This is an optimization exercise on Yosys and OpenROAD, whose aim is small area, not a production implementation.
Where RTL was checked, it was by simulation tests only, not by an equivalence proof against the original.
No functional check of the RTL was part of runs 1 and 3 to 5.
Power is estimated from default activity; no workload was simulated.

==> design.v <==
package ofm_maxpool_rx_pkg;
    localparam int unsigned OFM_DW   = 36;
    localparam int unsigned OFM_N    = 5;
    localparam int unsigned NSQ      = OFM_N * OFM_N;
    localparam int unsigned PN       = OFM_N - 1;
    localparam int unsigned PNSQ     = PN * PN;
    localparam int unsigned WR_CNT_W = $clog2(NSQ);
    typedef enum logic [1:0] {
        S_IDLE    = 2'd0,
        S_CAPTURE = 2'd1,
        S_POOL    = 2'd2
    } state_t;
endpackage
module ofm_maxpool_rx_max4 #(
    parameter int unsigned DW = 36
) (
    input  logic [DW-1:0] i_a,
    input  logic [DW-1:0] i_b,
    input  logic [DW-1:0] i_c,
    input  logic [DW-1:0] i_d,
    output logic [DW-1:0] o_max
);
    logic [DW-1:0] w_ab;
    logic [DW-1:0] w_cd;
    always_comb begin
        w_ab  = (i_a >= i_b) ? i_a : i_b;
        w_cd  = (i_c >= i_d) ? i_c : i_d;
        o_max = (w_ab >= w_cd) ? w_ab : w_cd;
    end
endmodule
module ofm_maxpool_rx #(
    parameter int unsigned DW = ofm_maxpool_rx_pkg::OFM_DW,
    parameter int unsigned N  = ofm_maxpool_rx_pkg::OFM_N
) (
    input  logic          clk,
    input  logic          rst,
    input  logic          in_valid,
    input  logic [DW-1:0] In_OFM,
    output logic          busy,
    output logic          overrun,
    output logic          out_valid,
    output logic [DW-1:0] Out_Pool
);
    localparam int unsigned PN    = N - 1;
    localparam int unsigned NS    = PN * PN;
    localparam int unsigned IDX_W = $clog2(N);
    logic               r_pool;
    logic [IDX_W-1:0]   r_row, r_col;
    logic               r_busy, r_overrun, r_out_valid;
    logic [DW-1:0]      r_out_pool;
    logic [DW-1:0]      q [NS+1];
    logic w_pool_last, w_col0, w_col_end, w_row_end;
    logic w_shift, w_rot;
    logic w_s_gt_q0, w_h_gt_qp;
    logic [DW-1:0] w_h;
    function automatic logic f_gt(input logic [DW-1:0] a, input logic [DW-1:0] b);
        logic g;
        g = 1'b0;
        for (int i = 0; i < DW; i++)
            g = (a[i] & ~b[i]) | (a[i] & g) | (~b[i] & g);
        f_gt = g;
    endfunction
    assign w_col0      = (r_col == '0);
    assign w_col_end   = (r_col == IDX_W'(PN));
    assign w_row_end   = (r_row == IDX_W'(PN));
    assign w_pool_last = r_pool && (r_row == '0) && w_col0;
    assign w_shift = r_pool || (in_valid && !w_col0 && !w_row_end);
    assign w_rot   = in_valid && !w_col0 && w_row_end;
    assign w_s_gt_q0 = f_gt(In_OFM, q[0]);
    assign w_h       = w_s_gt_q0 ? In_OFM : q[0];
    assign w_h_gt_qp = f_gt(w_h, ~q[PN]);
    always_ff @(posedge clk) begin
        if (in_valid)
            q[0] <= In_OFM;
        if (w_shift || w_rot)
            q[1] <= (w_rot && !w_h_gt_qp) ? q[PN] : ~w_h;
        for (int i = 2; i <= PN; i++)
            if (w_shift || w_rot)
                q[i] <= q[i-1];
        if (w_shift)
            q[PN+1] <= (!r_pool && w_h_gt_qp) ? ~w_h : q[PN];
        for (int i = PN + 2; i <= NS; i++)
            if (w_shift)
                q[i] <= q[i-1];
    end
    always_ff @(posedge clk) begin
        if (rst) begin
            r_pool      <= 1'b0;
            r_row       <= '0;
            r_col       <= '0;
            r_busy      <= 1'b0;
            r_overrun   <= 1'b0;
            r_out_valid <= 1'b0;
            r_out_pool  <= '0;
        end else begin
            if (r_pool) begin
                if (w_pool_last) begin
                    r_pool <= 1'b0;
                    if (in_valid) r_col <= IDX_W'(1);
                end else if (r_col == IDX_W'(PN - 1)) begin
                    r_col <= '0;
                    r_row <= (r_row == IDX_W'(PN - 1)) ? '0 : r_row + 1'b1;
                end else begin
                    r_col <= r_col + 1'b1;
                end
            end else if (in_valid) begin
                if (w_col_end) begin
                    r_col <= '0;
                    if (w_row_end) begin
                        r_row  <= '0;
                        r_col  <= IDX_W'(1);
                        r_pool <= 1'b1;
                    end else begin
                        r_row <= r_row + 1'b1;
                    end
                end else begin
                    r_col <= r_col + 1'b1;
                end
            end
            r_busy      <= r_pool && !w_pool_last;
            r_overrun   <= r_pool && !w_pool_last && in_valid;
            r_out_valid <= r_pool;
            r_out_pool  <= r_pool ? ~q[NS] : '0;
        end
    end
    assign busy      = r_busy;
    assign overrun   = r_overrun;
    assign out_valid = r_out_valid;
    assign Out_Pool  = r_out_pool;
endmodule
==> run.sh <==
#!/bin/bash
# synth_recipe.tcl (not shown) runs the flow's synth.tcl, then flattens the netlist and writes it again
# the make line also repeats each setting of config.mk as NAME=value (left out here)
make -C /OpenROAD-flow-scripts/flow DESIGN_CONFIG=/design/flow/config.mk WORK_HOME=/design/flow/orfs CLKGATE_MAP_FILE= SYNTH_SCRIPT=/design/flow/synth_recipe.tcl finish
==> config.mk <==
export PLATFORM = sky130hd
export DESIGN_NAME = ofm_maxpool_rx
export DESIGN_NICKNAME = ofm_maxpool_rx
export VERILOG_FILES = /design/flow/design.v
export SDC_FILE = /design/flow/constraint.sdc
export NUM_CORES = 4
export LEC_CHECK = 0
export ABC_AREA = 1
export CAP_MARGIN = 20
export CORE_MARGIN = 2
export CORE_UTILIZATION = 60
export CTS_BUF_LIST = sky130_fd_sc_hd__clkbuf_8
export CTS_CLUSTER_DIAMETER = 80
export CTS_CLUSTER_SIZE = 20
export SLEW_MARGIN = 20
==> constraint.sdc <==
create_clock -name core_clock -period 10.0 [get_ports {clk}]
set_input_delay 2.0000 -clock core_clock [delete_from_list [all_inputs] [get_ports {clk}]]
set_output_delay 2.0000 -clock core_clock [all_outputs]
set_load 0.01 [all_outputs]
==> notes.md, run 1 <==
peak supply drop between 0.0001 and 0.00015 V; CTS buffer count 39; CP max FO between 60 and 70; Total Power approximately 4.9 mW; CP Capture Type flop; fin crit period a little under 8000 ps; Slew @ Worst Pin 1080 ps; Area growth syn-to-layout 8.94%; worst hold path type flop to flop; Most common cell on crit path nand2_1; RSZ-0062 raised after global routing no; Design Area, Final roughly 25000 um^2; Antenna Nets Post-Route 0; Buffers on Ports just under 80; Sw Ratio 0.221; drt first-iter violations approximately 720; first-pass iteration count of the detailed router 5; Clock Root Buffer clkbuf_8; CP Data Required Time between 10000 and 15000 ps; HPWL after detailed placement 18200 um; Max-cap violations 0; Net Count, Synth ~1400; Clock Power Share 0.240; # H-tree levels 2; Seq pwr share 0.686; Avg Cell Area, Syn about 16 um^2; Gate power share 0.074; post-CTS setup buffers 0; number of warning messages in the yosys log 2; post-synthesis sequential area ratio 0.850; Clock Sinks around 660; share of layout cells above drive strength 1 0.0446; Rows between 70 and 80; wire per inst 15.2 um; worst-case clock skew approximately 26 ps; ANT cells 0; gpl congestion 0.800; Worst Setup Slack, final 2260 ps; sw power 1.07 mW; I/O pin total 78; CP arrival 8120 ps; Total GRT Usage 0.157; pre-CTS setup slack approximately 1600 ps; Post-Route Setup TNS 0 ps; Crit-path slowest cell clkdlybuf4s50_1; vias per inst around 5; post-CTS sizing 0; worst hold margin slightly above 400 ps; Core Region 37500 um^2; Layout Cells excl Fill 2014; DRC violations left 0; Final nets ~1500; cell leakage power between 9 and 10 nW; CP top delay family simple AND/OR/NAND/NOR gates; Layout Utilization 0.659; Power per Cell Area around 200 nW/um^2; Post-Synthesis Cell Area between 20000 and 25000 um^2; vias post-DR roughly 10000; Die W 198 um; largest net degree at the start of global routing 200; die height between 150 and 200 um; placed cell count 1951; worst-skew pair later-pin latency about 630 ps; cell count after synthesis about 1400; Final Max Tran Viols 0; GRT Residual Overflow 0; initial antenna violation count 0; Cell Area, Placed between 20000 and 25000 um^2; Post-CTS Hold Fix Bufs 0; Initial Util 0.605; full die area slightly below 40000 um^2; clock buffer depth 3; CP peak stage delay 510 ps; FMAX ~130 MHz; CTS tree done; CTS clk-pin slew, worst paths between 100 and 150 ps; Int Pwr roughly 3.8 mW; Crit Path Category input pin to flop; status no timing/DRC/antenna violations; FF+latch count, synth 658; first-pass GRT wire length around 48000 um; CP Buf/Inv Count 3; Tcrit/Tclk final 0.774; vias in the first global route between 9000 and 10000; distinct cell type count after synthesis 33; Slew HR 0.281; DRT Wirelength 30700 um; CP Launch Type input pin; Setup Viol. Count Final 0; Final Hold Vio Count 0
[synth_stat cells, drive strengths merged]
cell type    n  area share
a21oi        5      0.0011
o21ai       45       0.010
nor2        50      0.0083
nand3b       2     0.00066
and3         1     0.00028
a22o        29       0.011
o41ai        1     0.00039
o31ai        1     0.00033
clkinv       1     0.00017
ha           8      0.0044
nand3       45       0.010
nand4       35      0.0096
dfxtp       46       0.041
o22ai       31      0.0085
edfxtp     612        0.81
a221oi       2     0.00077
a211oi       2     0.00066
buf         23      0.0072
nand2      275       0.047
a31oi        1     0.00028
o211ai       1     0.00033
inv        158       0.026
nor3         1     0.00022
clkbuf      11      0.0018
[area by class of cell]
type | count | area [um^2]
tap | 511 | 639
timing repair buffer | 89 | 888
fill | 2643 | 12800
inverter | 159 | 597
clock buffer | 40 | 551
clock inverter | 22 | 134
sequential | 658 | 19300
multi-input combinational | 535 | 2610
[metal layers]
layer	wire length (um)	vias to the layer above	track usage
met5	0	-	0
met4	610	0	0.0445
met3	1540	50	0.0334
met2	13800	221	0.239
met1	14700	4958	0.235
li1	-	5122	-
[worst paths after layout]
check	startpoint	to	slack, ps	cells after the start
setup / recovery	In_OFM[1]	q[5][28]$_DFFE_PP_	2260	78
hold reg to reg	q[16][34]$_DFFE_PP_	r_out_pool[34]$_SDFF_PP0_	410	1
hold / removal	q[16][34]$_DFFE_PP_	r_out_pool[34]$_SDFF_PP0_	410	1
setup reg to reg	q[0][1]$_DFFE_PP_	q[5][28]$_DFFE_PP_	3720	76
[logic make-up (layout without fill, tap and decap cells)]
group           count (synthesis)  count (layout)  share of synthesized area
fa+ha+maj                       8               8                    0.00441
compound gates                118             118                     0.0337
buf+inv                       193             310                     0.0353
simple gates                  409             409                     0.0761
flops                         658             658                      0.850
[registers in the layout, summed over array words and instances (netlist names)]
| signal | cells |
|---|---|
| q | 612 |
| r_col | 3 |
| r_pool | 1 |
| r_row | 3 |
| r_out_valid | 1 |
| r_busy | 1 |
| r_overrun | 1 |
| r_out_pool | 36 |
[cells in the final DEF, fill, tap and decap left out, types with 4 or more instances in the layout]
| cell | n |
|---|---|
| inv_1 | 175 |
| nand2_4 | 4 |
| a22o_1 | 29 |
| nor2_1 | 49 |
| ha_1 | 8 |
| clkbuf_8 | 40 |
| edfxtp_1 | 612 |
| a21oi_1 | 5 |
| dfxtp_1 | 46 |
| o22ai_1 | 31 |
| clkdlybuf4s50_1 | 76 |
| o21ai_0 | 37 |
| buf_4 | 10 |
| nand4_1 | 35 |
| nand3_1 | 44 |
| nand2_1 | 270 |
| o21ai_1 | 6 |
[power groups by stage]
stage               clock (mW)  combinational (mW)  sequential (mW)
detailed placement           0               0.360             3.39
finish                    1.16               0.358             3.33
global placement             0               0.353             3.38
global route              1.32               0.411             3.35
floorplan                    0               0.266             3.41
CTS                       1.22               0.361             3.33
==> run 2: changes to the inputs <==
--- a/design.v
+++ b/design.v
@@ -58,5 +58,5 @@
         g = 1'b0;
         for (int i = 0; i < DW; i++)
-            g = (a[i] & ~b[i]) | (a[i] & g) | (~b[i] & g);
+            g = (a[i] & ~b[i]) | (~(~a[i] & b[i]) & g);
         f_gt = g;
     endfunction
==> notes.md, run 2 <==
status no timing/DRC/antenna violations (unchanged); gpl congestion 0.760 (was 0.800); ANT cells 0 (unchanged); Tcrit/Tclk final 0.830 (was 0.774); Area contributors post-synth edfxtp_1, nand2_1, dfxtp_1 (unchanged); full die area 39600 um^2 (was 39400 um^2); Avg Cell Area, Syn 16.3 um^2 (was 16.4 um^2); post-CTS setup buffers 0 (unchanged); Gate power share 0.079 (was 0.074); Post-Synthesis Cell Area 22800 um^2 (was 22700 um^2); Post-synth EDFFs 612 (unchanged); Sw Ratio 0.224 (was 0.221); Setup Viol. Count Final 0 (unchanged); Final Hold Vio Count 0 (unchanged); Global Route met3 Usage 0.0331 (was 0.0334); Crit Path Category input pin to flop (unchanged); Rows 71 (unchanged); largest net degree at the start of global routing 164 (was 200); drt first-iter violations 694 (was 722); Buffers on Ports 77 (unchanged); Clock Sinks 658 (unchanged); vias in the first global route 9708 (was 9635); Net Count, Synth 1448 (was 1433); top-count cell post-synth edfxtp_1 (unchanged); Min-Delay Startpoint q[16][17]$_DFFE_PP_ (was q[16][34]$_DFFE_PP_); worst-case clock skew 30.6 ps (was 25.8 ps); met1 Usage GRT 0.236 (was 0.235); Power per Cell Area 199 nW/um^2 (was 196 nW/um^2); Worst Setup Slack, final 1700 ps (was 2260 ps); GRT Residual Overflow 0 (unchanged); Slew @ Worst Pin 838 ps (was 1080 ps); Initial Util 0.607 (was 0.605); DRT Wirelength 30000 um (was 30700 um); CP Data Required Time 10490 ps (was 10380 ps); FF-to-FF path depth 85 (was 76); Cell Area, Placed 24100 um^2 (was 24000 um^2); Clock Root Buffer clkbuf_8 (unchanged); Largest regs q (612), r_out_pool (36) (unchanged); Core Region 37600 um^2 (was 37500 um^2); cell leakage power 9.02 nW (was 9.03 nW); clock buffer depth 3 (unchanged); vias post-DR 10282 (was 10351); Final Max Tran Viols 0 (unchanged); R2R setup slack 3190 ps (was 3720 ps); first-pass GRT wire length 48800 um (was 48500 um); # H-tree levels 2 (unchanged); Post-synth ARST share 0 (unchanged); CP Buf/Inv Count 4 (was 3); Final nets 1542 (was 1529); FF+latch count, synth 658 (unchanged); FMAX 121 MHz (was 129 MHz); fin crit period 8300 ps (was 7740 ps); worst-skew pair later-pin latency 630 ps (about the same); CP arrival 8780 ps (was 8120 ps); CTS tree done (unchanged); Max-cap violations 0 (unchanged); worst hold path type flop to flop (unchanged); CP peak stage delay 460 ps (was 510 ps); die height 199 um (was 198 um); Die W 199 um (was 198 um); HPWL after detailed placement 17400 um (was 18200 um); placed cell count 1964 (was 1951); worst hold margin 403 ps (was 405 ps); commonest cells after routing, fill and taps aside edfxtp_1, nand2_1, inv_1 (unchanged); first-pass iteration count of the detailed router 5 (unchanged); Seq pwr share 0.683 (was 0.686); post-synthesis sequential area ratio 0.846 (was 0.850); worst reg2reg path startpoint q[0][1]$_DFFE_PP_ (unchanged); Area growth syn-to-layout 9.04% (was 8.94%); I/O pin total 78 (unchanged); pre-CTS setup slack 958 ps (was 1560 ps); Critical R2R Capture q[1][25]$_DFFE_PP_ (was q[5][28]$_DFFE_PP_); share of layout cells above drive strength 1 0.0785 (was 0.0446); Int Pwr 3.84 mW (was 3.78 mW); Total GRT Usage 0.157 (about the same); cell taking the most area after synthesis edfxtp_1 (unchanged); Most common cell on crit path nand2_1 (unchanged); Post-CTS Hold Fix Bufs 0 (unchanged); GRT met2 Usage 0.236 (was 0.239); Top reg by flops q (unchanged); sw power 1.11 mW (was 1.07 mW); wire per inst 14.8 um (was 15.2 um); Slew HR 0.442 (was 0.281); post-CTS sizing 0 (unchanged); peak supply drop 0.000135 V (was 0.000133 V); Post-synth top cells edfxtp_1, nand2_1, inv_1, nand3_1, nor2_1 (was edfxtp_1, nand2_1, inv_1, nor2_1, dfxtp_1); GRT Max-Usage Layer met2 (unchanged); DRC violations left 0 (unchanged); CP max FO 69 (was 68); distinct cell type count after synthesis 30 (was 33); Crit-path slowest cell clkdlybuf4s50_1 (unchanged); Hold Crit Endpoint r_out_pool[17]$_SDFF_PP0_ (was r_out_pool[34]$_SDFF_PP0_); CP Capture Type flop (unchanged); Hold Path Cell Cnt 1 (unchanged); CTS buffer count 39 (unchanged); number of warning messages in the yosys log 2 (unchanged); Layout Cells excl Fill 2026 (was 2014); initial antenna violation count 0 (unchanged); most common cell after layout, fill and taps aside edfxtp_1 (unchanged); post-synth top area share 0.806 (was 0.810); max reg flops 612 (unchanged); Clock Power Share 0.237 (was 0.240); CP Launch Type input pin (unchanged); Design Area, Final 24900 um^2 (was 24700 um^2); CP top delay family simple AND/OR/NAND/NOR gates (unchanged); vias per inst 5.08 (was 5.14); RSZ-0062 raised after global routing no (unchanged); Post-Route Setup TNS 0 ps (unchanged); Antenna Nets Post-Route 0 (unchanged); CTS clk-pin slew, worst paths 110 ps (about the same); cell count after synthesis 1401 (was 1386); Post-synth top flop edfxtp_1 (unchanged)
-- run 2: worst reg2reg max path: cells and delay by family (launching register included) --
kind,cells,cell delay (ps)
AOI/OAI and AO/OA,1,220
and+or+nand+nor,81,5490
buffers and inverters,3,500
DFF,1,410
-- run 2: how the worst max path moves through the flow --
stage | endpoint | cells after the start | slack, ps | start
2_1_floorplan | q[10][0]$_DFFE_PP_ | 3 | 820 | in_valid
3_3_place_gp | q[1][1]$_DFFE_PP_ | 87 | 1050 | In_OFM[1]
3_5_place_dp | q[1][1]$_DFFE_PP_ | 87 | 960 | In_OFM[1]
4_1_cts | q[1][7]$_DFFE_PP_ | 87 | 1620 | In_OFM[1]
5_1_grt | q[1][25]$_DFFE_PP_ | 87 | 630 | In_OFM[1]
6_report | q[1][25]$_DFFE_PP_ | 87 | 1700 | In_OFM[1]
-- run 2: through the flow --
stage,util,power [mW]
2_1_floorplan,-,3.75
3_3_place_gp,0.643,3.82
3_5_place_dp,0.643,3.85
4_1_cts,0.661,5.02
5_1_grt,0.662,5.18
6_report,0.662,4.95
-- run 2: per-layer routing --
layer  vias to the layer above  wire [um]
li1                       5148          -
met1                      4894      14400
met2                       202      13600
met3                        38       1500
met4                         0        524
met5                         -          0
-- run 2: logic make-up after synthesis --
logic type	share of synthesized area
simple gates	0.101
flops	0.846
compound gates	0.0195
fa+ha+maj	0.00439
buf+inv	0.0289
-- run 2: power groups by stage --
stage | clock, mW | combinational (mW) | sequential (mW)
after floorplan | 0 | 0.289 | 3.46
after global placement | 0 | 0.386 | 3.44
after detailed placement | 0 | 0.395 | 3.45
after CTS | 1.23 | 0.396 | 3.39
after global routing | 1.33 | 0.452 | 3.41
final | 1.17 | 0.392 | 3.38
-- run 2: layout make-up --
cell class,instances,area [um^2]
Clock inverter,20,124
Tap cell,511,639
Inverter,125,469
Clock buffer,41,564
Sequential cell,658,19300
Multi-Input combinational cell,583,2880
Fill cell,2608,12700
Timing Repair Buffer,88,897
==> run 3: changes to the inputs <==
--- a/design.v
+++ b/design.v
@@ -58,5 +58,5 @@
         g = 1'b0;
         for (int i = 0; i < DW; i++)
-            g = (a[i] & ~b[i]) | (~(~a[i] & b[i]) & g);
+            g = (a[i] & ~b[i]) | (a[i] & g) | (~b[i] & g);
         f_gt = g;
     endfunction
==> flow/run.sh (new file) <==
#!/bin/bash
# Standard ORFS layout, with the port buffers made from the smallest buffer
# cell (buf_1) instead of the resizer's default choice.
set -euo pipefail
bash standard.sh "BUFFER_PORTS_ARGS=-buffer_cell sky130_fd_sc_hd__buf_1" finish > standard.log 2>&1
==> standard.sh (new file) <==
#!/bin/bash
# synth_recipe.tcl (not shown) runs the flow's synth.tcl, then flattens the netlist and writes it again
# the make line also repeats each setting of config.mk as NAME=value (left out here)
make -C /OpenROAD-flow-scripts/flow DESIGN_CONFIG=/design/flow/config.mk WORK_HOME=/design/flow/orfs CLKGATE_MAP_FILE= SYNTH_SCRIPT=/design/flow/synth_recipe.tcl "${@:-finish}"
removed: run.sh
==> notes.md, run 3 <==
worst-skew pair later-pin latency 640 ps (was 630 ps); Clock Root Buffer clkbuf_8 (unchanged); Buffers on Ports 77 (unchanged); CP top delay family simple AND/OR/NAND/NOR gates (unchanged); Setup Viol. Count Final 0 (unchanged); Post-Synthesis Cell Area 22700 um^2 (was 22800 um^2); post-synth top area share 0.810 (was 0.806); commonest cells after routing, fill and taps aside edfxtp_1, nand2_1, inv_1 (unchanged); RSZ-0062 raised after global routing no (unchanged); CP max FO 68 (was 69); FF+latch count, synth 658 (unchanged); cell taking the most area after synthesis edfxtp_1 (unchanged); cell count after synthesis 1386 (was 1401); vias per inst 5.11 (was 5.08); cell leakage power 8.89 nW (was 9.02 nW); full die area 39400 um^2 (was 39600 um^2); status no timing/DRC/antenna violations (unchanged); CP Launch Type input pin (unchanged); gpl congestion 0.797 (was 0.760); Top reg by flops q (unchanged); most common cell after layout, fill and taps aside edfxtp_1 (unchanged); Antenna Nets Post-Route 0 (unchanged); Total Power 4.87 mW (was 4.95 mW); Worst Setup Slack, final 2610 ps (was 1700 ps); top-count cell post-synth edfxtp_1 (unchanged); I/O pin total 78 (unchanged); Power per Cell Area 200 nW/um^2 (was 199 nW/um^2); Clock Sinks 658 (unchanged); Post-Route Setup TNS 0 ps (unchanged); worst hold margin 399 ps (was 403 ps); Rows 71 (unchanged); Slew @ Worst Pin 820 ps (was 838 ps); Avg Cell Area, Syn 16.4 um^2 (was 16.3 um^2); DRC violations left 0 (unchanged); Post-synth EDFFs 612 (unchanged); clock buffer depth 3 (unchanged); first-pass iteration count of the detailed router 5 (unchanged); Final Hold Vio Count 0 (unchanged); worst-case clock skew 28.0 ps (was 30.6 ps); Slew HR 0.453 (was 0.442); drt first-iter violations 721 (was 694); CTS tree done (unchanged); GRT Residual Overflow 0 (unchanged); Largest regs q (612), r_out_pool (36) (unchanged); post-CTS setup buffers 0 (unchanged); DRT Wirelength 30100 um (was 30000 um); Post-synth top flop edfxtp_1 (unchanged); worst hold path type flop to flop (unchanged); FMAX 135 MHz (was 121 MHz); max reg flops 612 (unchanged); Die W 198 um (was 199 um); ANT cells 0 (unchanged); number of warning messages in the yosys log 2 (unchanged); Total GRT Usage 0.156 (was 0.157); Post-synth ARST share 0 (unchanged); vias post-DR 10330 (was 10282); Final nets 1529 (was 1542); Initial Util 0.605 (was 0.607); Net Count, Synth 1433 (was 1448); wire per inst 14.9 um (was 14.8 um); Area growth syn-to-layout 7.18% (was 9.04%); Crit Path Category input pin to flop (unchanged); Crit-path slowest cell nand3_4 (was clkdlybuf4s50_1); CP peak stage delay 500 ps (was 460 ps); CP arrival 7780 ps (was 8780 ps); CTS buffer count 40 (was 39); vias in the first global route 9677 (was 9708); CP Buf/Inv Count 4 (unchanged); first-pass GRT wire length 48200 um (was 48800 um); CP Data Required Time 10390 ps (was 10490 ps); die height 198 um (was 199 um); Final Max Tran Viols 0 (unchanged); fin crit period 7390 ps (was 8300 ps); largest net degree at the start of global routing 220 (was 164); share of layout cells above drive strength 1 0.0470 (was 0.0785); Core Region 37500 um^2 (was 37600 um^2); post-synthesis sequential area ratio 0.850 (was 0.846); distinct cell type count after synthesis 33 (was 30); Max-cap violations 0 (unchanged); Post-synth top cells edfxtp_1, nand2_1, inv_1, nor2_1, dfxtp_1 (was edfxtp_1, nand2_1, inv_1, nand3_1, nor2_1); peak supply drop 0.000119 V (was 0.000135 V); initial antenna violation count 0 (unchanged); post-CTS sizing 0 (unchanged); Post-CTS Hold Fix Bufs 0 (unchanged); CP Capture Type flop (unchanged); pre-CTS setup slack 1860 ps (was 958 ps); HPWL after detailed placement 17700 um (was 17400 um); Area contributors post-synth edfxtp_1, nand2_1, dfxtp_1 (unchanged); Most common cell on crit path nand2_1 (unchanged); CTS clk-pin slew, worst paths 120 ps (was 110 ps); # H-tree levels 2 (unchanged); Tcrit/Tclk final 0.739 (was 0.830)
run 3: cell types whose count changed after synthesis, moves of 8 or more:
cell and delta:
clkbuf_1 -8, nand3_1 -11, nand3_2 -24, o22ai_1 +17, a22o_1 +24, or2_1 -9, inv_1 +38, nand2_1 -27
or2_2 -21
run 3: path summary, 6_finish.rpt:
check                                  startpoint            endpoint  slack, ps  depth (start not counted)
worst max-delay path                    In_OFM[2]  q[5][32]$_DFFE_PP_       2610                         78
worst min-delay path            q[2][8]$_DFFE_PP_   q[3][8]$_DFFE_PP_        400                          0
worst max register to register  q[0][2]$_DFFE_PP_  q[5][32]$_DFFE_PP_       3710                         76
worst min register to register  q[2][8]$_DFFE_PP_   q[3][8]$_DFFE_PP_        400                          0
run 3: cells by family (layout without fill, tap and decap cells):
group / count (synthesis) / count (layout) / synth area share
buffers and inverters: 193 / 317 / 0.0353
AO/OA/AOI/OAI: 118 / 118 / 0.0337
flip-flops: 658 / 658 / 0.850
adder cells (fa/ha/maj): 8 / 8 / 0.00441
AND/OR/NAND/NOR: 409 / 409 / 0.0761
run 3: layout make-up:
cell class	count	area, um^2
clock buffer	40	551
clock inverter	30	183
timing repair buffer	88	442
multi-input combinational	535	2610
fill	2716	13200
sequential	658	19300
inverter	159	597
tap	511	639
run 3: through the flow:
step,util,cells,cell area [um^2]
4_1_cts,0.647,2019,24300
3_5_place_dp,0.628,1949,23500
6_report,0.649,2021,24300
5_1_grt,0.649,2021,24300
2_1_floorplan,-,1386,22700
3_3_place_gp,0.628,1949,23500
run 3: power breakdown:
part	leakage (nW)	internal [mW]	switching (mW)	total [mW]
Combinational	2.34	0.0971	0.254	0.351
Sequential	6.10	3.27	0.0603	3.33
Clock	0.452	0.418	0.778	1.20
Total	8.89	3.78	1.09	4.87
run 3: metal layers:
| layer | GRT usage | vias up | share of wire |
|---|---|---|---|
| met4 | 0.0456 | 0 | 0.020 |
| met5 | 0 | - | 0 |
| met3 | 0.0344 | 44 | 0.042 |
| met1 | 0.234 | 4969 | 0.49 |
| met2 | 0.234 | 187 | 0.44 |
| li1 | - | 5130 | - |
==> run 4: changes to the inputs <==
--- a/design.v
+++ b/design.v
@@ -49,14 +49,14 @@
     logic               r_busy, r_overrun, r_out_valid;
     logic [DW-1:0]      r_out_pool;
-    logic [DW-1:0]      q [NS+1];
+    logic [DW-1:0]      qn [NS];       
     logic w_pool_last, w_col0, w_col_end, w_row_end;
-    logic w_shift, w_rot;
-    logic w_s_gt_q0, w_h_gt_qp;
-    logic [DW-1:0] w_h;
-    function automatic logic f_gt(input logic [DW-1:0] a, input logic [DW-1:0] b);
+    logic w_shift, w_rot, w_fold_end, w_fold_prev;
+    logic w_s_gt_q0, w_s_gt_qt, w_h_gt_qp, w_take_s;
+    logic [DW-1:0] w_hn;
+    function automatic logic f_gt(input logic [DW-1:0] a, input logic [DW-1:0] bn);
         logic g;
         g = 1'b0;
         for (int i = 0; i < DW; i++)
-            g = (a[i] & ~b[i]) | (a[i] & g) | (~b[i] & g);
+            g = (a[i] & bn[i]) | (~(~a[i] & ~bn[i]) & g);
         f_gt = g;
     endfunction
@@ -65,22 +65,28 @@
     assign w_row_end   = (r_row == IDX_W'(PN));
     assign w_pool_last = r_pool && (r_row == '0) && w_col0;
-    assign w_shift = r_pool || (in_valid && !w_col0 && !w_row_end);
-    assign w_rot   = in_valid && !w_col0 && w_row_end;
-    assign w_s_gt_q0 = f_gt(In_OFM, q[0]);
-    assign w_h       = w_s_gt_q0 ? In_OFM : q[0];
-    assign w_h_gt_qp = f_gt(w_h, ~q[PN]);
+    assign w_shift     = r_pool || (in_valid && !w_col_end && !w_row_end);
+    assign w_rot       = in_valid && w_row_end && !w_col_end;
+    assign w_fold_end  = in_valid && w_col_end;
+    assign w_fold_prev = !r_pool && !w_col0;
+    assign w_s_gt_q0 = f_gt(In_OFM, qn[0]);
+    assign w_s_gt_qt = f_gt(In_OFM, qn[PN-1]);
+    assign w_take_s  = w_fold_prev && w_s_gt_q0;
+    assign w_hn      = w_take_s ? ~In_OFM : qn[0];
+    assign w_h_gt_qp = f_gt(~w_hn, qn[PN]);
     always_ff @(posedge clk) begin
-        if (in_valid)
-            q[0] <= In_OFM;
+        if (w_shift || w_rot || (w_fold_end && w_s_gt_q0))
+            qn[0] <= (w_rot && !w_s_gt_qt) ? qn[PN-1] : ~In_OFM;
         if (w_shift || w_rot)
-            q[1] <= (w_rot && !w_h_gt_qp) ? q[PN] : ~w_h;
-        for (int i = 2; i <= PN; i++)
+            qn[1] <= w_hn;
+        for (int i = 2; i < PN; i++)
             if (w_shift || w_rot)
-                q[i] <= q[i-1];
+                qn[i] <= qn[i-1];
+        if (w_shift || (w_fold_end && !w_row_end && w_h_gt_qp))
+            qn[PN] <= w_shift ? qn[PN-1] : w_hn;
         if (w_shift)
-            q[PN+1] <= (!r_pool && w_h_gt_qp) ? ~w_h : q[PN];
-        for (int i = PN + 2; i <= NS; i++)
+            qn[PN+1] <= (w_fold_prev && w_h_gt_qp) ? w_hn : qn[PN];
+        for (int i = PN + 2; i < NS; i++)
             if (w_shift)
-                q[i] <= q[i-1];
+                qn[i] <= qn[i-1];
     end
     always_ff @(posedge clk) begin
@@ -121,5 +127,5 @@
             r_overrun   <= r_pool && !w_pool_last && in_valid;
             r_out_valid <= r_pool;
-            r_out_pool  <= r_pool ? ~q[NS] : '0;
+            r_out_pool  <= r_pool ? ~qn[NS-1] : '0;
         end
     end
==> flow/run.sh (replaced) <==
#!/bin/bash
# Own layout flow: the standard ORFS flow (standard.sh) with two changes.
#  - Synthesis is the standard flow's own script (synth_recipe.tcl), but the final ABC
#    technology mapping uses an area-oriented script (flow/area.abc) in
#    place of ORFS's abc_area.script. Registers are untouched (ABC maps
#    only the combinational logic).
#  - Port buffers are the smallest buffer cell (buf_1).
# Each tool's full output is in standard.log (make, yosys, openroad).
set -euo pipefail
W=$(pwd)
export FLOW_ABC_SCRIPT="$W/flow/area.abc"
export FLOW_SYNTH_TCL="$W/synth_recipe.tcl"
bash standard.sh "SYNTH_SCRIPT=$W/flow/synth.tcl" \
    "BUFFER_PORTS_ARGS=-buffer_cell sky130_fd_sc_hd__buf_1" finish > standard.log 2>&1
==> flow/area.abc (new file) <==
&get -n
&st
&syn2
&dch -f
&nf -R 1000
&put
topo
==> flow/synth.tcl (new file) <==
# synth_recipe.tcl with one change: the abc call that maps the logic to
# cells runs flow/area.abc instead of the script ORFS passes with -script.
proc abc {args} {
  set i [lsearch -exact $args -script]
  if { $i >= 0 } { lset args [expr { $i + 1 }] $::env(FLOW_ABC_SCRIPT) }
  puts "abc wrapper: [join $args { }]"
  yosys abc {*}$args
}
source $::env(FLOW_SYNTH_TCL)
--- a/config.mk
+++ b/config.mk
@@ -12,4 +12,4 @@
 export CTS_BUF_LIST = sky130_fd_sc_hd__clkbuf_8
 export CTS_CLUSTER_DIAMETER = 80
-export CTS_CLUSTER_SIZE = 20
+export CTS_CLUSTER_SIZE = 16
 export SLEW_MARGIN = 20
==> notes.md, run 4 <==
status failed layout checks (was no timing/DRC/antenna violations); Blocking Checks setup timing; largest net degree at the start of global routing 207 (was 220); GRT Residual Overflow 0 (unchanged); vias in the first global route 9475 (was 9677); DRC violations left 0 (unchanged); cell taking the most area after synthesis edfxtp_1 (unchanged); share of layout cells above drive strength 1 0.160 (was 0.0470); Layout Utilization 0.699 (was 0.649); Clock Root Buffer clkbuf_8 (unchanged); worst-skew pair later-pin latency 660 ps (was 640 ps); CTS clk-pin slew, worst paths 100 ps (was 120 ps); post-synth top area share 0.817 (was 0.810); number of warning messages in the yosys log 2 (unchanged); most common cell after layout, fill and taps aside edfxtp_1 (unchanged); max reg flops 576 (was 612); Power per Cell Area 196 nW/um^2 (was 200 nW/um^2); FMAX 85.9 MHz (was 135 MHz); Setup Viol. Count Final 71 (was 0); Post-Route Setup TNS -113140 ps (was 0 ps); first-pass iteration count of the detailed router 7 (was 5); Post-synth EDFFs 576 (was 612); post-synthesis sequential area ratio 0.861 (was 0.850); Die W 192 um (was 198 um); Slew @ Worst Pin 1000 ps (was 820 ps); CP Launch Type input pin (unchanged); DRT Wirelength 30500 um (was 30100 um); FF+latch count, synth 622 (was 658); Post-synth top cells edfxtp_1, o21ai_0, nand2_1, nor2_1, a21oi_1 (was edfxtp_1, nand2_1, inv_1, nor2_1, dfxtp_1); Largest regs qn (576), r_out_pool (36) (was q (612), r_out_pool (36)); CP Capture Type flop (unchanged); # H-tree levels 2 (unchanged); Post-Synthesis Cell Area 21200 um^2 (was 22700 um^2); R2R setup slack -710 ps (was 3710 ps); Clock Sinks 622 (was 658); Post-synth ARST share 0 (unchanged); drt first-iter violations 1031 (was 721); top-count cell post-synth edfxtp_1 (unchanged); Top reg by flops qn (was q); vias per inst 5.38 (was 5.11); CTS tree done (unchanged); Slew HR 0.330 (was 0.453); Rows 68 (was 71); cell leakage power 8.43 nW (was 8.89 nW); wire per inst 15.7 um (was 14.9 um); CP peak stage delay 410 ps (was 500 ps); clock buffer depth 3 (unchanged); Initial Util 0.611 (was 0.605); Area growth syn-to-layout 14.4% (was 7.18%); vias post-DR 10452 (was 10330); Most common cell on crit path o21ai_1 (was nand2_1); Post-synth top flop edfxtp_1 (unchanged); peak supply drop 0.000138 V (was 0.000119 V); cell count after synthesis 1205 (was 1386); Tcrit/Tclk final 1.16 (was 0.739); first-pass GRT wire length 48600 um (was 48200 um); Crit-path slowest cell maj3_4 (was nand3_4); Max-cap violations 0 (unchanged); HPWL after detailed placement 17600 um (was 17700 um); Net Count, Synth 1252 (was 1433); Worst Setup Slack, final -1650 ps (was 2610 ps); fin crit period 11650 ps (was 7390 ps); gpl congestion 0.818 (was 0.797); CP max FO 8 (was 68); distinct cell type count after synthesis 27 (was 33); worst-case clock skew 52.7 ps (was 28.0 ps); RSZ-0062 raised after global routing yes (was no); I/O pin total 78 (unchanged); Final Max Tran Viols 0 (unchanged); full die area 36800 um^2 (was 39400 um^2); die height 192 um (was 198 um); Buffers on Ports 77 (unchanged); Core Region 34600 um^2 (was 37500 um^2); ANT cells 0 (unchanged); initial antenna violation count 0 (unchanged); Area contributors post-synth edfxtp_1, dfxtp_1, o21ai_0 (was edfxtp_1, nand2_1, dfxtp_1); commonest cells after routing, fill and taps aside edfxtp_1, nand2_1, buf_4 (was edfxtp_1, nand2_1, inv_1); Final nets 1503 (was 1529); CP arrival 12020 ps (was 7780 ps); Avg Cell Area, Syn 17.6 um^2 (was 16.4 um^2); Final Hold Vio Count 0 (unchanged); CTS buffer count 45 (was 40); worst hold path type flop to flop (unchanged); CP Data Required Time 10370 ps (was 10390 ps); Antenna Nets Post-Route 0 (unchanged); Crit Path Category input pin to flop (unchanged); Total GRT Usage 0.170 (was 0.156)
==> run 4: changes by cell type in the layout (fill, tap and decap cells not counted), sizes merged, moves of 24 or more <==
cell and change:
inv -150, nand2 -144, buf +109, o21ai +83
a21oi +60, clkinv +44, nand3 -42, nor2 +42
edfxtp -36, nand4 -35, a22o -28, a22oi +24
==> run 4: cell families (layout without fill, tap and decap cells) <==
group / count (synthesis) / after routing / synth area share
flops: 622 / 622 / 0.861
fa+ha+maj: 19 / 19 / 0.00993
compound gates: 286 / 286 / 0.0788
simple gates: 230 / 237 / 0.0420
buf+inv: 48 / 324 / 0.00851
==> run 4: metrics by stage <==
stage	total power, mW	cells	hold WS (ps)	cell area (um^2)	worst slack [ps]
2_1_floorplan	3.42	1205	385	21300	-1650
3_3_place_gp	3.55	1843	385	23000	-2480
3_5_place_dp	3.57	1843	389	23000	-2540
4_1_cts	4.79	1937	388	24000	-1780
5_1_grt	4.95	1943	395	24200	-2240
6_report	4.74	1943	394	24200	-1650
==> run 4: metal layers <==
metal  part of all wire  vias to the layer above  global-route usage
li1                   -                     5163                   -
met5                  0                        -                   0
met1               0.48                     4993               0.264
met3              0.058                       54              0.0378
met4              0.026                        0              0.0586
met2               0.43                      242               0.243
==> run 4: final timing paths <==
path,to,cells past startpoint,from
max,qn[4][0]$_DFFE_PP_,64,In_OFM[2]
max reg2reg,qn[4][0]$_DFFE_PP_,63,qn[0][2]$_DFFE_PP_
min,r_out_pool[22]$_SDFF_PP0_,1,qn[15][22]$_DFFE_PP_
min reg2reg,r_out_pool[22]$_SDFF_PP0_,1,qn[15][22]$_DFFE_PP_
==> run 4: repair_timing <==
| action | in CTS | in global routing |
|---|---|---|
| endpoints found under the setup margin | 71 | 71 |
| gates cloned | 6 | 2 |
| resized for setup | 48 | 21 |
| buffers inserted | 9 | 4 |
| hold buffers | 0 | 0 |
| endpoints found under the hold margin | 0 | 0 |
| pin swaps | 7 | 3 |
==> run 4: critical path, delay by kind of cell <==
kind	cells	cell delay (ps)
buffers and inverters	2	240
AOI/OAI and AO/OA	46	5630
adders and majority gates	11	3500
and+or+nand+nor	5	600
==> run 4: final cells by class <==
type                            count  area, um^2
Clock buffer                       45         619
Tap cell                          455         569
Sequential cell                   622       18200
Inverter                           48         199
Multi-Input combinational cell    542        3110
Clock inverter                     34         164
Timing Repair Buffer              197        1320
Fill cell                        2270       10400
==> run 4: power breakdown <==
group	total [mW]	switching [mW]	internal (mW)
Sequential	3.17	0.0706	3.10
Clock	1.19	0.756	0.432
Combinational	0.385	0.229	0.157
Total	4.74	1.05	3.69
==> run 5: changes to the inputs <==
==> flow/area.abc (replaced) <==
strash
dch -f
map -D 5500
topo
stime -c
buffer -c
upsize -c -D 5500
dnsize -c -D 5500
==> notes.md, run 5 <==
cell count after synthesis 1455 (was 1205); Total GRT Usage 0.176 (was 0.170); CP peak stage delay 350 ps (was 410 ps); Max-cap violations 0 (unchanged); CP Launch Type input pin (unchanged); Clock Power Share 0.246 (was 0.250); Crit path depth 63 (was 64); gpl congestion 0.854 (was 0.818); Sw Ratio 0.224 (was 0.222); drt first-iter violations 922 (was 1031); Clock Sinks 622 (unchanged); post-synthesis sequential area ratio 0.824 (was 0.861); Clock Root Buffer clkbuf_8 (unchanged); I/O pin total 78 (unchanged); initial antenna violation count 0 (unchanged); CP max FO 35 (was 8); CP top delay family simple AND/OR/NAND/NOR gates (was compound AO/OA/AOI/OAI gates); Avg Cell Area, Syn 15.2 um^2 (was 17.6 um^2); Slew @ Worst Pin 935 ps (was 1000 ps); Critical R2R Capture qn[5][13]$_DFFE_PP_ (was qn[4][0]$_DFFE_PP_); share of layout cells above drive strength 1 0.0730 (was 0.160); Most common cell on crit path nand3_1 (was o21ai_1); beginning of the critical path In_OFM[2] (unchanged); cell taking the most area after synthesis edfxtp_1 (unchanged); vias per inst 5.34 (was 5.38); Post-synth EDFFs 576 (unchanged); post-synthesis mux area share 0 (unchanged); worst hold path type flop to flop (unchanged); fin crit period 8590 ps (was 11650 ps); # H-tree levels 2 (unchanged); Post-synth ARST share 0 (unchanged); Slew HR 0.370 (was 0.330); first-pass GRT wire length 52200 um (was 48600 um); complex-gate fraction of the synthesized area 0.0566 (was 0.0788); RSZ-0062 raised after global routing no (was yes); FF+latch count, synth 622 (unchanged); largest family of logic cells by synthesized area simple AND/OR/NAND/NOR gates (was compound AO/OA/AOI/OAI gates); CP Data Required Time 10480 ps (was 10370 ps); Area growth syn-to-layout 7.61% (was 14.4%); vias in the first global route 10051 (was 9475); Tcrit/Tclk final 0.859 (was 1.16); sw power 1.04 mW (was 1.05 mW); wire per inst 16.3 um (was 15.7 um); Area contributors post-synth edfxtp_1, nand2_1, dfxtp_1 (was edfxtp_1, dfxtp_1, o21ai_0); Die W 196 um (was 192 um); Post-synth top cells edfxtp_1, nand2_1, inv_1, o21ai_0, nor2_1 (was edfxtp_1, o21ai_0, nand2_1, nor2_1, a21oi_1); Adder-Cell Fraction of Synth Area 0.00453 (was 0.00993); top-count cell post-synth edfxtp_1 (unchanged); Largest regs qn (576), r_out_pool (36) (unchanged); Post-synth top flop edfxtp_1 (unchanged); HPWL after detailed placement 20700 um (was 17600 um); Antenna Nets Post-Route 0 (unchanged); Final Max Tran Viols 0 (unchanged); post-CTS setup buffers 0 (was 9); commonest cells after routing, fill and taps aside edfxtp_1, nand2_1, inv_1 (was edfxtp_1, nand2_1, buf_4); post-CTS sizing 0 (was 48); FF-to-FF path depth 62 (was 63); Post-CTS Hold Fix Bufs 0 (unchanged); Buffers on Ports 77 (unchanged); peak supply drop 0.000122 V (was 0.000138 V); Top reg by flops qn (unchanged); first-pass iteration count of the detailed router 6 (was 7); Initial Util 0.607 (was 0.611); Power per Cell Area 196 nW/um^2 (about the same); CP arrival 9070 ps (was 12020 ps); largest net degree at the start of global routing 184 (was 207); distinct cell type count after synthesis 35 (was 27); CTS tree done (unchanged); number of warning messages in the yosys log 2 (unchanged); CTS clk-pin slew, worst paths 90 ps (was 100 ps); worst reg2reg path startpoint qn[0][1]$_DFFE_PP_ (was qn[0][2]$_DFFE_PP_); post-synth top area share 0.783 (was 0.817); Setup Viol. Count Final 0 (was 71); Final nets 1615 (was 1503); CTS buffer count 44 (was 45); worst-skew pair later-pin latency 640 ps (was 660 ps); max reg flops 576 (unchanged); DRT Wirelength 33500 um (was 30500 um); Design Area, Final 23800 um^2 (was 24200 um^2); Seq pwr share 0.678 (was 0.668); Post-Route Setup TNS 0 ps (was -113140 ps); Worst setup endpoint qn[5][13]$_DFFE_PP_ (was qn[4][0]$_DFFE_PP_); Crit-path slowest cell buf_4 (was maj3_4); ANT cells 0 (unchanged); most common cell after layout, fill and taps aside edfxtp_1 (unchanged); Net Count, Synth 1502 (was 1252); Post-Synthesis Cell Area 22100 um^2 (was 21200 um^2); worst-case clock skew 28.3 ps (was 52.7 ps); cell leakage power 8.84 nW (was 8.43 nW); Crit Path Category input pin to flop (unchanged); Gate power share 0.075 (was 0.081); Rows 70 (was 68); vias post-DR 10995 (was 10452); Final Hold Vio Count 0 (unchanged); die height 196 um (was 192 um); Int Pwr 3.62 mW (was 3.69 mW); clock buffer depth 3 (unchanged); Total Power 4.66 mW (was 4.74 mW); full die area 38400 um^2 (was 36800 um^2); CP Buf/Inv Count 5 (was 2); DRC violations left 0 (unchanged); Post-Synth Simple-Gate Area 0.0844 (was 0.0420); XOR/XNOR Fraction of Synth Area 0 (unchanged); FMAX 116 MHz (was 85.9 MHz); GRT Residual Overflow 0 (unchanged); status no timing/DRC/antenna violations (was failed layout checks); Core Region 36400 um^2 (was 34600 um^2); R2R setup slack 2460 ps (was -710 ps); CP Capture Type flop (unchanged); Cell Area, Placed 23100 um^2 (was 23000 um^2)
[run 5: cell count changes in the layout (fill, tap and decap cells not counted), sizes merged, moves of 23 or more]
cell    previous run  this run
inv               33       151
buf              196       106
nand4              0        38
nand2            131       251
or2                0        30
clkinv            48         2
nor2              92        69
nand3              3        39
[run 5: layout make-up]
cell class | count | area [um^2]
timing repair buffer | 106 | 532
clock buffer | 44 | 606
tap | 468 | 586
clock inverter | 24 | 106
inverter | 130 | 488
fill | 2615 | 12700
sequential | 622 | 18200
multi-input combinational | 664 | 3250
[run 5: power groups by stage]
stage	clock network [mW]	registers (mW)	logic, mW
after floorplan	0	3.21	0.241
after global placement	0	3.21	0.346
after detailed placement	0	3.22	0.351
after CTS	1.21	3.16	0.353
after global routing	1.29	3.18	0.401
final	1.15	3.16	0.352
[run 5: worst register-to-register path, delay by kind of cell, from the launching register on]
family                 cells  cell delay, ps
AND/OR/NAND/NOR           37            3270
buffers and inverters      4             910
flip-flops                 1             450
AO/OA/AOI/OAI             21            2790
[run 5: kinds of logic (layout without fill, tap and decap cells)]
logic type / count (synthesis) / count (layout)
adder cells (fa/ha/maj): 8 / 8
AND/OR/NAND/NOR: 431 / 431
buffers and inverters: 169 / 304
AO/OA/AOI/OAI: 225 / 225
flip-flops: 622 / 622
[run 5: worst min path at each step]
| stage | endpoint | start | cells after the start |
|---|---|---|---|
| final | r_out_pool[28]$_SDFF_PP0_ | qn[15][28]$_DFFE_PP_ | 1 |
| after global placement | r_out_pool[18]$_SDFF_PP0_ | qn[15][18]$_DFFE_PP_ | 1 |
| after global routing | r_out_pool[34]$_SDFF_PP0_ | qn[15][34]$_DFFE_PP_ | 1 |
| after floorplan | r_out_pool[0]$_SDFF_PP0_ | qn[15][0]$_DFFE_PP_ | 1 |
| after CTS | qn[7][34]$_DFFE_PP_ | qn[6][34]$_DFFE_PP_ | 0 |
| after detailed placement | r_out_pool[34]$_SDFF_PP0_ | qn[15][34]$_DFFE_PP_ | 1 |
[run 5: per-layer routing]
metal / part of all wire / wire [um] / GRT usage
met5: 0 / 0 / 0
met4: 0.022 / 752 / 0.0606
met3: 0.063 / 2120 / 0.0376
met2: 0.44 / 14700 / 0.256
met1: 0.48 / 15900 / 0.269
[run 5: per-stage QoR]
stage | hold slack [ps] | util | setup WS [ps] | instances
floorplan | 385 | - | 1620 | 1455
finish | 403 | 0.653 | 1410 | 2058
global placement | 387 | 0.633 | 785 | 1990
detailed placement | 392 | 0.633 | 791 | 1990
CTS | 403 | 0.653 | 1450 | 2058
global route | 412 | 0.653 | 449 | 2058
==> run 6: changes to the inputs <==
--- a/design.v
+++ b/design.v
@@ -73,5 +73,5 @@
     assign w_take_s  = w_fold_prev && w_s_gt_q0;
     assign w_hn      = w_take_s ? ~In_OFM : qn[0];
-    assign w_h_gt_qp = f_gt(~w_hn, qn[PN]);
+    assign w_h_gt_qp = w_take_s ? f_gt(In_OFM, qn[PN]) : f_gt(~qn[0], qn[PN]);
     always_ff @(posedge clk) begin
         if (w_shift || w_rot || (w_fold_end && w_s_gt_q0))
==> flow/area.abc (replaced) <==
strash
dch -f
map -D 5000
topo
stime -c
buffer -c
upsize -c -D 5000
dnsize -c -D 5000
==> notes.md, run 6 <==
Post-CTS Hold Fix Bufs 0 (unchanged); Total Power 4.88 mW (was 4.66 mW); Gate power share 0.084 (was 0.075); Core Region 36300 um^2 (was 36400 um^2); worst-skew pair later-pin latency 640 ps (about the same); Post-synth top cells edfxtp_1, nand2_1, o21ai_0, inv_1, o22ai_1 (was edfxtp_1, nand2_1, inv_1, o21ai_0, nor2_1); largest net degree at the start of global routing 224 (was 184); most common cell after layout, fill and taps aside edfxtp_1 (unchanged); CTS tree done (unchanged); Setup Viol. Count Final 0 (unchanged); CP max FO 66 (was 35); sw power 1.13 mW (was 1.04 mW); Clock Root Buffer clkbuf_8 (unchanged); CTS clk-pin slew, worst paths 100 ps (was 90 ps); Max-cap violations 0 (unchanged); drt first-iter violations 833 (was 922); Net Count, Synth 1476 (was 1502); vias post-DR 11005 (was 10995); Clock Power Share 0.234 (was 0.246); CP Launch Type input pin (unchanged); CTS buffer count 44 (unchanged); Post-synth top flop edfxtp_1 (unchanged); I/O pin total 78 (unchanged); Die W 195 um (was 196 um); full die area 38200 um^2 (was 38400 um^2); gpl congestion 0.837 (was 0.854); Post-Synthesis Cell Area 22000 um^2 (was 22100 um^2); post-CTS sizing 0 (unchanged); wire per inst 16.0 um (was 16.3 um); vias in the first global route 10285 (was 10051); first-pass iteration count of the detailed router 5 (was 6); Buffers on Ports 77 (unchanged); Slew @ Worst Pin 942 ps (was 935 ps); area of all sequential standard cells 18200 um^2 (unchanged); footprint of the multi-input gates 3180 um^2 (was 3250 um^2); post-CTS setup buffers 0 (unchanged); clock buffer depth 3 (unchanged); CP Data Required Time 10350 ps (was 10480 ps); Largest regs qn (576), r_out_pool (36) (unchanged); vias per inst 5.48 (was 5.34); worst hold path type flop to flop (unchanged); DRT Wirelength 32200 um (was 33500 um); GRT Residual Overflow 0 (unchanged); peak supply drop 0.000132 V (was 0.000122 V); Clock Sinks 622 (unchanged); initial antenna violation count 5 (was 0); status no timing/DRC/antenna violations (unchanged); FF+latch count, synth 622 (unchanged); CP Capture Type flop (unchanged); Int Pwr 3.75 mW (was 3.62 mW); CP peak stage delay 420 ps (was 350 ps); Slew HR 0.372 (was 0.370); Design Area, Final 23600 um^2 (was 23800 um^2); Avg Cell Area, Syn 15.4 um^2 (was 15.2 um^2); CP arrival 8260 ps (was 9070 ps); Area growth syn-to-layout 7.18% (was 7.61%); post-synthesis sequential area ratio 0.828 (was 0.824); RSZ-0062 raised after global routing no (unchanged); FMAX 126 MHz (was 116 MHz); cell leakage power 8.32 nW (was 8.84 nW); Final nets 1567 (was 1615); DRC violations left 0 (unchanged); number of warning messages in the yosys log 2 (unchanged); Cell Area, Placed 22800 um^2 (was 23100 um^2); Antenna Nets Post-Route 0 (unchanged); die height 195 um (was 196 um); commonest cells after routing, fill and taps aside edfxtp_1, nand2_1, o21ai_0 (was edfxtp_1, nand2_1, inv_1); HPWL after detailed placement 19000 um (was 20700 um); top-count cell post-synth edfxtp_1 (unchanged); worst-case clock skew 27.3 ps (was 28.3 ps); Most common cell on crit path a21oi_1 (was nand3_1); Initial Util 0.605 (was 0.607); Area contributors post-synth edfxtp_1, dfxtp_1, nand2_1 (was edfxtp_1, nand2_1, dfxtp_1); Power per Cell Area 207 nW/um^2 (was 196 nW/um^2); post-synth top area share 0.787 (was 0.783); Seq pwr share 0.682 (was 0.678); Post-Route Setup TNS 0 ps (unchanged); first-pass GRT wire length 51400 um (was 52200 um); Rows 70 (unchanged); Crit-path slowest cell nand2_2 (was buf_4); Final Max Tran Viols 0 (unchanged); Total GRT Usage 0.171 (was 0.176); share of layout cells above drive strength 1 0.0428 (was 0.0730); Post-synth ARST share 0 (unchanged); fin crit period 7910 ps (was 8590 ps); distinct cell type count after synthesis 29 (was 35); FILL cells 2652 (was 2615); worst hold margin 399 ps (was 403 ps); Final Hold Vio Count 0 (unchanged); Crit Path Category input pin to flop (unchanged); Post-synth EDFFs 576 (unchanged); # H-tree levels 2 (unchanged); Tcrit/Tclk final 0.791 (was 0.859); max reg flops 576 (unchanged); Sw Ratio 0.231 (was 0.224); cell count after synthesis 1429 (was 1455); cell taking the most area after synthesis edfxtp_1 (unchanged); Top reg by flops qn (unchanged)
## run 6: worst max-delay path: cells and delay by family
kind,cells,cell delay [ps]
AO/OA/AOI/OAI,40,4780
buffers and inverters,4,860
AND/OR/NAND/NOR,3,590
## run 6: through the flow
| step | util | setup WS [ps] | instances |
|---|---|---|---|
| after floorplan | - | 1130 | 1429 |
| after global placement | 0.628 | 1800 | 1940 |
| after detailed placement | 0.628 | 1490 | 1941 |
| after CTS | 0.648 | 2170 | 2008 |
| after global routing | 0.648 | 1450 | 2009 |
| final | 0.648 | 2090 | 2010 |
## run 6: kinds of logic after synthesis
| kind of cell | count (synthesis) | synth area share |
|---|---|---|
| simple gates | 286 | 0.0493 |
| fa+ha+maj | 12 | 0.00637 |
| flops | 622 | 0.828 |
| buf+inv | 164 | 0.0287 |
| compound gates | 345 | 0.0872 |
## run 6: final timing paths
path | from | end | slack, ps | depth (start not counted)
worst max register to register | qn[0][2]$_DFFE_PP_ | qn[5][19]$_DFFE_PP_ | 3320 | 46
worst min register to register | qn[15][31]$_DFFE_PP_ | r_out_pool[31]$_SDFF_PP0_ | 400 | 1
worst max-delay path | In_OFM[2] | qn[5][19]$_DFFE_PP_ | 2090 | 47
worst min-delay path | qn[15][31]$_DFFE_PP_ | r_out_pool[31]$_SDFF_PP0_ | 400 | 1
## run 6: layout make-up
cell class                 instances  share of cell area
antenna                            1            0.000106
clock buffer                      44              0.0257
clock inverter                    23             0.00403
inverter                         121              0.0196
multi-input combinational        643               0.135
sequential                       622               0.773
tap                              468              0.0248
timing repair buffer              88              0.0180
## run 6: per-layer routing
layer | up-vias | wire length (um) | GRT usage | part of all wire
met5 | - | 53 | 0 | 0.0016
met4 | 8 | 754 | 0.0563 | 0.023
met3 | 69 | 1880 | 0.0437 | 0.058
met2 | 241 | 14600 | 0.267 | 0.45
met1 | 5283 | 14900 | 0.238 | 0.46
li1 | 5404 | - | - | -
## run 6: power by group through the flow
| stage | combinational, mW | sequential, mW | clock [mW] |
|---|---|---|---|
| 5_1_grt | 0.466 | 3.36 | 1.28 |
| 6_report | 0.411 | 3.32 | 1.14 |
| 2_1_floorplan | 0.297 | 3.37 | 0 |
| 3_3_place_gp | 0.395 | 3.37 | 0 |
| 4_1_cts | 0.411 | 3.33 | 1.20 |
| 3_5_place_dp | 0.409 | 3.39 | 0 |
==> run 7: changes to the inputs <==
--- a/flow/run.sh
+++ b/flow/run.sh
@@ -11,4 +11,5 @@
 export FLOW_ABC_SCRIPT="$W/flow/area.abc"
 export FLOW_SYNTH_TCL="$W/synth_recipe.tcl"
-bash standard.sh "SYNTH_SCRIPT=$W/flow/synth.tcl" \
+CTS_ARGS="-sink_clustering_enable -repair_clock_nets -sink_clustering_size 16 -sink_clustering_max_diameter 80 -buf_list sky130_fd_sc_hd__clkbuf_8 -dont_use_dummy_load"
+bash standard.sh "SYNTH_SCRIPT=$W/flow/synth.tcl" "CTS_ARGS=$CTS_ARGS" \
     "BUFFER_PORTS_ARGS=-buffer_cell sky130_fd_sc_hd__buf_1" finish > standard.log 2>&1
==> notes.md, run 7 <==
# H-tree levels 2 (unchanged); gpl congestion 0.837 (unchanged); worst-skew pair later-pin latency 620 ps (was 640 ps); largest net degree at the start of global routing 224 (unchanged); Buffers on Ports 77 (unchanged); CTS tree done (unchanged); top-count cell post-synth edfxtp_1 (unchanged); Slew @ Worst Pin 945 ps (was 942 ps); DRC violations left 0 (unchanged); Final nets 1567 (unchanged); CP max FO 66 (unchanged); commonest cells after routing, fill and taps aside edfxtp_1, nand2_1, o21ai_0 (unchanged); Hold Crit Endpoint r_out_pool[31]$_SDFF_PP0_ (unchanged); Area contributors post-synth edfxtp_1, dfxtp_1, nand2_1 (unchanged); HPWL after detailed placement 19000 um (unchanged); status no timing/DRC/antenna violations (unchanged); GRT Max-Usage Layer met2 (unchanged); post-CTS sizing 0 (unchanged); full die area 38200 um^2 (unchanged); wire per inst 16.2 um (was 16.0 um); Post-Route Setup TNS 0 ps (unchanged); clock buffer depth 3 (unchanged); Most common cell on crit path a21oi_1 (unchanged); Hold Path Cell Cnt 1 (unchanged); worst-case clock skew 31.9 ps (was 27.3 ps); CTS buffer count 44 (unchanged); post-synth top area share 0.787 (unchanged); vias per inst 5.52 (was 5.48); Antenna Nets Post-Route 0 (unchanged); Max-cap violations 0 (unchanged); Power per Cell Area 206 nW/um^2 (was 207 nW/um^2); CP arrival 8250 ps (was 8260 ps); Rows 70 (unchanged); met1 Usage GRT 0.238 (about the same); CP Capture Type flop (unchanged); Post-CTS Hold Fix Bufs 0 (unchanged); Post-synth top flop edfxtp_1 (unchanged); Post-synth EDFFs 576 (unchanged); GRT Residual Overflow 0 (unchanged); Min-Delay Startpoint qn[15][31]$_DFFE_PP_ (unchanged); Initial Util 0.605 (unchanged); FILL cells 2645 (was 2652); FMAX 126 MHz (about the same); Net Count, Synth 1476 (unchanged); Die W 195 um (unchanged); worst hold path type flop to flop (unchanged); CP Data Required Time 10320 ps (was 10350 ps); Tcrit/Tclk final 0.792 (was 0.791); Crit-path slowest cell nand2_2 (unchanged); Final Hold Vio Count 0 (unchanged); share of layout cells above drive strength 1 0.0422 (was 0.0428); Setup Viol. Count Final 0 (unchanged); most common cell after layout, fill and taps aside edfxtp_1 (unchanged); CTS clk-pin slew, worst paths 90 ps (was 100 ps); DRT Wirelength 32200 um (about the same); initial antenna violation count 5 (unchanged); Post-synth top cells edfxtp_1, nand2_1, o21ai_0, inv_1, o22ai_1 (unchanged); Crit Path Category input pin to flop (unchanged); CP Buf/Inv Count 4 (unchanged); max reg flops 576 (unchanged); Critical R2R Capture qn[5][19]$_DFFE_PP_ (unchanged); Core Region 36300 um^2 (unchanged); Post-synth ARST share 0 (unchanged); post-CTS setup buffers 0 (unchanged); R2R setup slack 3300 ps (was 3320 ps); drt first-iter violations 817 (was 833); Post-Synthesis Cell Area 22000 um^2 (unchanged); Clock Root Buffer clkbuf_8 (unchanged); cell count after synthesis 1429 (unchanged); die height 195 um (unchanged); number of warning messages in the yosys log 2 (unchanged); Global Route met3 Usage 0.0447 (was 0.0437); distinct cell type count after synthesis 29 (unchanged); Area growth syn-to-layout 6.75% (was 7.18%); CP peak stage delay 410 ps (was 420 ps); fin crit period 7920 ps (was 7910 ps); I/O pin total 78 (unchanged); FF+latch count, synth 622 (unchanged); first-pass iteration count of the detailed router 6 (was 5); RSZ-0062 raised after global routing no (unchanged); post-synthesis sequential area ratio 0.828 (unchanged); CP Launch Type input pin (unchanged); first-pass GRT wire length 51400 um (about the same); Avg Cell Area, Syn 15.4 um^2 (unchanged); cell taking the most area after synthesis edfxtp_1 (unchanged); FF-to-FF path depth 46 (unchanged); worst hold margin 397 ps (was 399 ps); peak supply drop 0.000132 V (about the same); vias in the first global route 10300 (was 10285); cell leakage power 8.21 nW (was 8.32 nW); vias post-DR 10977 (was 11005); Final Max Tran Viols 0 (unchanged); GRT met2 Usage 0.268 (was 0.267); Top reg by flops qn (unchanged); Total GRT Usage 0.171 (about the same); Slew HR 0.370 (was 0.372); Largest regs qn (576), r_out_pool (36) (unchanged); Clock Sinks 622 (unchanged); CP top delay family compound AO/OA/AOI/OAI gates (unchanged); worst reg2reg path startpoint qn[0][2]$_DFFE_PP_ (unchanged)
==> run 7: per-layer routing <==
layer  vias to the layer above  routed length (um)  part of all wire
met5                         -                  50            0.0016
met4                         8                 730             0.023
met3                        66                1880             0.058
met2                       259               14700              0.46
met1                      5260               14800              0.46
li1                       5384                   -                 -
==> run 7: kinds of logic after synthesis <==
logic type | Yosys count | synth area share
DFF | 622 | 0.828
AOI/OAI and AO/OA | 345 | 0.0872
and+or+nand+nor | 286 | 0.0493
buffers and inverters | 164 | 0.0287
adders and majority gates | 12 | 0.00637
==> run 7: per-stage QoR <==
stage / utilization / instance area, um^2 / instances / setup WS (ps) / power [mW]
finish: 0.646 / 23500 / 1987 / 2080 / 4.83
global route: 0.646 / 23500 / 1986 / 1430 / 5.06
CTS: 0.645 / 23400 / 1985 / 2150 / 4.90
detailed placement: 0.628 / 22800 / 1941 / 1490 / 3.80
global placement: 0.628 / 22800 / 1940 / 1800 / 3.77
floorplan: - / 22000 / 1429 / 1130 / 3.66
==> run 7: power by group <==
part	leakage (nW)	total, mW	switching, mW	internal, mW
Sequential	5.97	3.32	0.100	3.22
Clock	0.316	1.10	0.702	0.396
Combinational	1.93	0.411	0.296	0.115
Total	8.21	4.83	1.10	3.73
==> run 7: worst max path at each step <==
stage | start | endpoint | slack, ps | cells after the start
detailed placement | In_OFM[2] | qn[5][19]$_DFFE_PP_ | 1490 | 47
finish | In_OFM[2] | qn[5][19]$_DFFE_PP_ | 2080 | 47
floorplan | In_OFM[2] | qn[4][0]$_DFFE_PP_ | 1130 | 42
global route | In_OFM[2] | qn[5][16]$_DFFE_PP_ | 1430 | 47
global placement | In_OFM[2] | qn[5][16]$_DFFE_PP_ | 1800 | 47
CTS | In_OFM[2] | qn[5][19]$_DFFE_PP_ | 2150 | 47
==> run 7: final cells by class <==
class / instances / area (um^2) / area share
Timing Repair Buffer: 88 / 424 / 0.0181
Tap cell: 468 / 586 / 0.0249
Antenna cell: 1 / 2.50 / 0.000107
Multi-Input combinational cell: 643 / 3180 / 0.135
Inverter: 121 / 462 / 0.0197
Clock buffer: 44 / 606 / 0.0258
Sequential cell: 622 / 18200 / 0.776
==> run 7: worst register-to-register path: cells and delay by family (launching register included) <==
| family | cells | cell delay [ps] |
|---|---|---|
| AOI/OAI and AO/OA | 40 | 4740 |
| buffers and inverters | 3 | 600 |
| DFF | 1 | 430 |
| and+or+nand+nor | 3 | 600 |

-- re-timing with driven ports --
The flow's constraints put no driver on any port. The routed layouts listed below were extracted and timed again, unchanged, in two steps.
Step 1: set_driving_cell puts a clkbuf_16 on clk and a buf_2 on each other input, an assumption about the parent block.
Step 2 times the ports against the registers' clock, not the clock port: input delays grow and output delays shrink by t, the midpoint of the rising clock arrivals with the driver on.
a / b / c = ideal / step 1 / step 2; a / b = the first two.
| run | t, ns | setup WS [ns] | hold slack, ns | clock arrival spread, ns | pins driven straight from the clock port |
|---|---|---|---|---|---|
| run 1 | 0.659 | 2.264 / 2.273 / 1.614 | 0.405 / 0.405 / 0.405 | 0.026 / 0.026 | 1 |
| run 2 | 0.667 | 1.701 / 1.728 / 1.062 | 0.403 / 0.403 / 0.403 | 0.031 / 0.031 | 1 |
| run 3 | 0.669 | 2.613 / 2.626 / 1.956 | 0.399 / 0.399 / 0.399 | 0.034 / 0.035 | 1 |
| run 4 | 0.681 | -1.647 / -1.640 / -2.321 | 0.394 / 0.394 / 0.394 | 0.053 / 0.052 | 1 |
| run 5 | 0.667 | 1.409 / 1.424 / 0.758 | 0.403 / 0.403 / 0.403 | 0.031 / 0.031 | 1 |
| run 6 | 0.669 | 2.094 / 2.119 / 1.450 | 0.399 / 0.399 / 0.399 | 0.031 / 0.031 | 1 |
| run 7 | 0.653 | 2.075 / 2.101 / 1.447 | 0.397 / 0.397 / 0.397 | 0.033 / 0.033 | 1 |
The setup slack of run 4, which loses most, moves by +0.007 ns with the drivers and by -0.674 ns with both steps.
